Source: an optimization exercise on an open RTL-to-GDS flow (aim: small area, a short achievable clock period and few clock cycles per item). Production flows keep margins and buffers that such runs may drop. The RTL was checked by simulation tests, not by an equivalence proof against the original design.

Setup of build 29:
Design arc_point_hit_test_core, start of the top module:
module arc_point_hit_test_core (
  input  logic               clk,
  input  logic               rst_n,
  input  logic               in_valid,
  output logic               in_ready,
  input  logic signed [31:0] in_point_x,
  input  logic signed [31:0] in_point_y,
  output logic               out_valid,
  input  logic               out_ready,
  output logic               out_hit,
  input  logic               cfg_valid,
  output logic               cfg_ready,
  input  logic [2:0]         cfg_index,
  input  logic [31:0]        cfg_wdata
);
  logic [31:0] cx_r, cy_r;
  logic [30:0] rad_r, tol_r;
  logic [15:0] sa_r, ea_r;
  logic        div_go_r;    
  assign cfg_ready = 1'b1;
  always_ff @(posedge clk) begin
    if (!rst_n) begin
      cx_r <= '0; cy_r <= '0; rad_r <= '0; tol_r <= '0; sa_r <= '0; ea_r <= '0;
    end else if (cfg_valid) begin
      case (cfg_index)
        3'd0: cx_r  <= cfg_wdata;
        3'd1: cy_r  <= cfg_wdata;
        3'd2: rad_r <= cfg_wdata[30:0];
        3'd3: sa_r  <= cfg_wdata[15:0];
        3'd4: ea_r  <= cfg_wdata[15:0];
        3'd5: tol_r <= cfg_wdata[30:0];
        default: ;
      endcase
    end
  end
  always_ff @(posedge clk) begin
    if (!rst_n) div_go_r <= 1'b0;
    else        div_go_r <= cfg_valid && (cfg_index == 3'd2 || cfg_index == 3'd5);
  end
  logic [4:0] div_cnt_r;
  logic        lo_ok_r;
  logic [31:0] h_hi, h_lo;
  logic [32:0] h_lo_full;
  assign h_hi      = {1'b0, rad_r} + {1'b0, tol_r};
  assign h_lo_full = {2'b0, rad_r} - {2'b0, tol_r} - 33'd1;
  assign h_lo      = h_lo_full[31:0];
  logic [31:0] rem_hi_r;
  logic [1:0]  hb_hi_r;
  logic [32:0] q_hi_r;
  logic [31:0] rem_lo_r;
  logic [1:0]  hb_lo_r;
  logic [32:0] q_lo_r;
  always_ff @(posedge clk) begin
    if (!rst_n) begin
      div_cnt_r <= '0;
      lo_ok_r   <= 1'b1;
      q_hi_r    <= '0;
      q_lo_r    <= '0;
    end else if (div_go_r) begin
      div_cnt_r <= 5'd17;
      lo_ok_r   <= h_lo_full[32];
    end else if (div_cnt_r != '0) begin
      div_cnt_r <= div_cnt_r - 1'b1;
      q_hi_r    <= {q_hi_r[30:0], qb_hi};
      q_lo_r    <= {q_lo_r[30:0], qb_lo};
    end
  end
  always_ff @(posedge clk) begin
    if (div_go_r) begin
      rem_hi_r <= {2'b0, h_hi[31:2]}; hb_hi_r <= h_hi[1:0];
  ...
Size: roughly 1800 flip-flops, ~110 I/O pins.
Settings: LEC_CHECK=0, ABC_AREA=1, CAP_MARGIN=10, CORE_MARGIN=2, CORE_UTILIZATION=50, CTS_BUF_LIST=sky130_fd_sc_hd__clkbuf_4 sky130_fd_sc_hd__clkbuf_8, CTS_CLUSTER_DIAMETER=100, CTS_CLUSTER_SIZE=12, SETUP_SLACK_MARGIN=4.0, SLEW_MARGIN=10; clock period 7.5 ns.
run.sh (not shown) runs the stock make flow with config.mk's settings and CLKGATE_MAP_FILE= SYNTH_SCRIPT=/design/flow/synth_recipe.tcl, a recipe that flattens the netlist after the stock synthesis.
In summary, build 29 completed successfully, with a layout that passed the timing, design-rule and antenna checks.
Testbench counts of build 29, summed over its fixed seeds: cycles 9,056, items 8,192.
### build 29 -> build 94
- clearing CTS_CLUSTER_SIZE, which used to be 12
- swapping 50 for 65 in CORE_UTILIZATION
- swapping 10 for 20 in SLEW_MARGIN
- clearing CTS_CLUSTER_DIAMETER, which used to be 100
- putting PLACE_DENSITY at 0.75 where nothing was set
- swapping 10 for 20 in CAP_MARGIN
Findings:
The number of flip-flops and latches on build 29 is in line with that on build 94.
Between build 29 and build 94, the cell count went down.
Compared with build 29, total routed wirelength in build 94 increased slightly.
Fraction of area in registers ended up 0.82 points lower on build 94 than on build 29.
Relative to build 29, the area used by multi-input combinational logic measured on build 94 has increased slightly.
Between build 94 and build 29, it is build 94 whose overall track demand over capacity in global routing is higher, by 8.8 points.
reg2out as the worst setup path category was reported by build 29, and reg2reg by build 94.
Of the two values seen for library cell contributing the largest single delay on the critical path, sky130_fd_sc_hd__dfxtp_4 was produced by build 94 and sky130_fd_sc_hd__clkdlybuf4s50_1 by build 29.
Build 94 gives more relative max-transition margin than build 29 did.
Final critical-path share of the clock period is lower on build 29
> inputs changed (build 94 -> build 75)
- CORE_UTILIZATION: 65 -> 50
- PLACE_DENSITY: 0.75 -> unset
## What came out
Compared with build 94, build 75 shows overall die width that has gone up by more than 10%.
Build 75 against build 94: highest attainable clock frequency higher, number of resized instances in the post-cts repair step higher.
Detailed placer's ending HPWL up 12 mm in build 75 wrt build 94

arc_point_hit_test_core again, from the RTL that the note above started with.
make LEC_CHECK=0 ABC_AREA=1 CAP_MARGIN=20 CORE_MARGIN=2 CORE_UTILIZATION=50 CTS_BUF_LIST='sky130_fd_sc_hd__clkbuf_4 sky130_fd_sc_hd__clkbuf_8' CTS_CLUSTER_DIAMETER=100 CTS_CLUSTER_SIZE=12 PLACE_DENSITY=0.8 SETUP_SLACK_MARGIN=4.0 SLEW_MARGIN=20 finish   # period 7.5 ns
Testbench counts at the start, summed over its fixed seeds: cycles 9,056, items 8,192.
Rerun with:
CTS_CLUSTER_SIZE = 16   (was 12)
PLACE_DENSITY = default   (was 0.8)
The new run completed with no timing, DRC or antenna violations.
Setup slack is better by 48 ps.
Maximum frequency came out higher by about 1.4%.
Die area stays the same.
Via count came out higher by 0.63%.
Routed wire length came out higher by 5.6%.
Rerun with:
CTS_CLUSTER_SIZE = 12   (was 16)
Result: Routed wire length is about the same; hold slack gets worse by 35 ps; worst setup slack gets better by 62 ps.
Rerun with:
PLACE_DENSITY = 0.7   (was default)
After rerunning: The changed run completed without violations. Synthesized area stays the same. Global-route usage went down by 1.4 points. Design area is about the same. Critical path depth went up by 12. Die area does not change. Worst hold slack is better by 20 ps.

[separate check: timing with driven ports]
No port has a modelled driver above. Below, the same layouts with a new extraction and two added sets of constraints.
Step 1 (the two cells are an assumption about what drives the block):
set clk [get_ports {clk}]
set_driving_cell -lib_cell sky130_fd_sc_hd__clkbuf_16 $clk
set_driving_cell -lib_cell sky130_fd_sc_hd__buf_2 [delete_from_list [all_inputs] $clk]
Step 2 moves the port delays by t, midway between the first and last clock arrival at a register: inputs arrive t later, outputs are due t later. That takes back most of the time a late clock gives input paths.
a / b / c = no drivers / after step 1 / after step 2; a / b = the first two.
| run | t (ns) | setup slack, ns | worst hold slack (ns) | worst setup path after step 2 | worst slew at a driven data input, ns |
|---|---|---|---|---|---|
| build 29 | 1.042 | 4.124 / 4.037 / 3.208 | 0.286 / 0.286 / 0.286 | input to register | 0.14 |
| build 94 | 1.132 | 4.029 / 3.994 / 3.078 | 0.305 / 0.305 / 0.305 | input to register | 0.12 |
| build 75 | 1.129 | 4.085 / 4.045 / 3.167 | 0.313 / 0.313 / 0.313 | input to register | 0.15 |
| the first run of note 2 | 1.059 | 4.015 / 4.080 / 3.021 | 0.292 / 0.292 / 0.292 | input to register | 0.09 |
| the second run of note 2 | 1.022 | 4.063 / 4.063 / 3.193 | 0.321 / 0.321 / 0.321 | input to register | 0.14 |
| the third run of note 2 | 1.040 | 4.125 / 4.037 / 3.185 | 0.286 / 0.286 / 0.286 | input to register | 0.14 |
| the fourth run of note 2 | 1.056 | 4.130 / 4.058 / 3.192 | 0.306 / 0.306 / 0.306 | input to register | 0.14 |
After both steps every run listed still meets setup and hold. The setup slack of the first run of note 2, which loses most, moves by +0.065 ns with the drivers and by -0.994 ns with both steps.
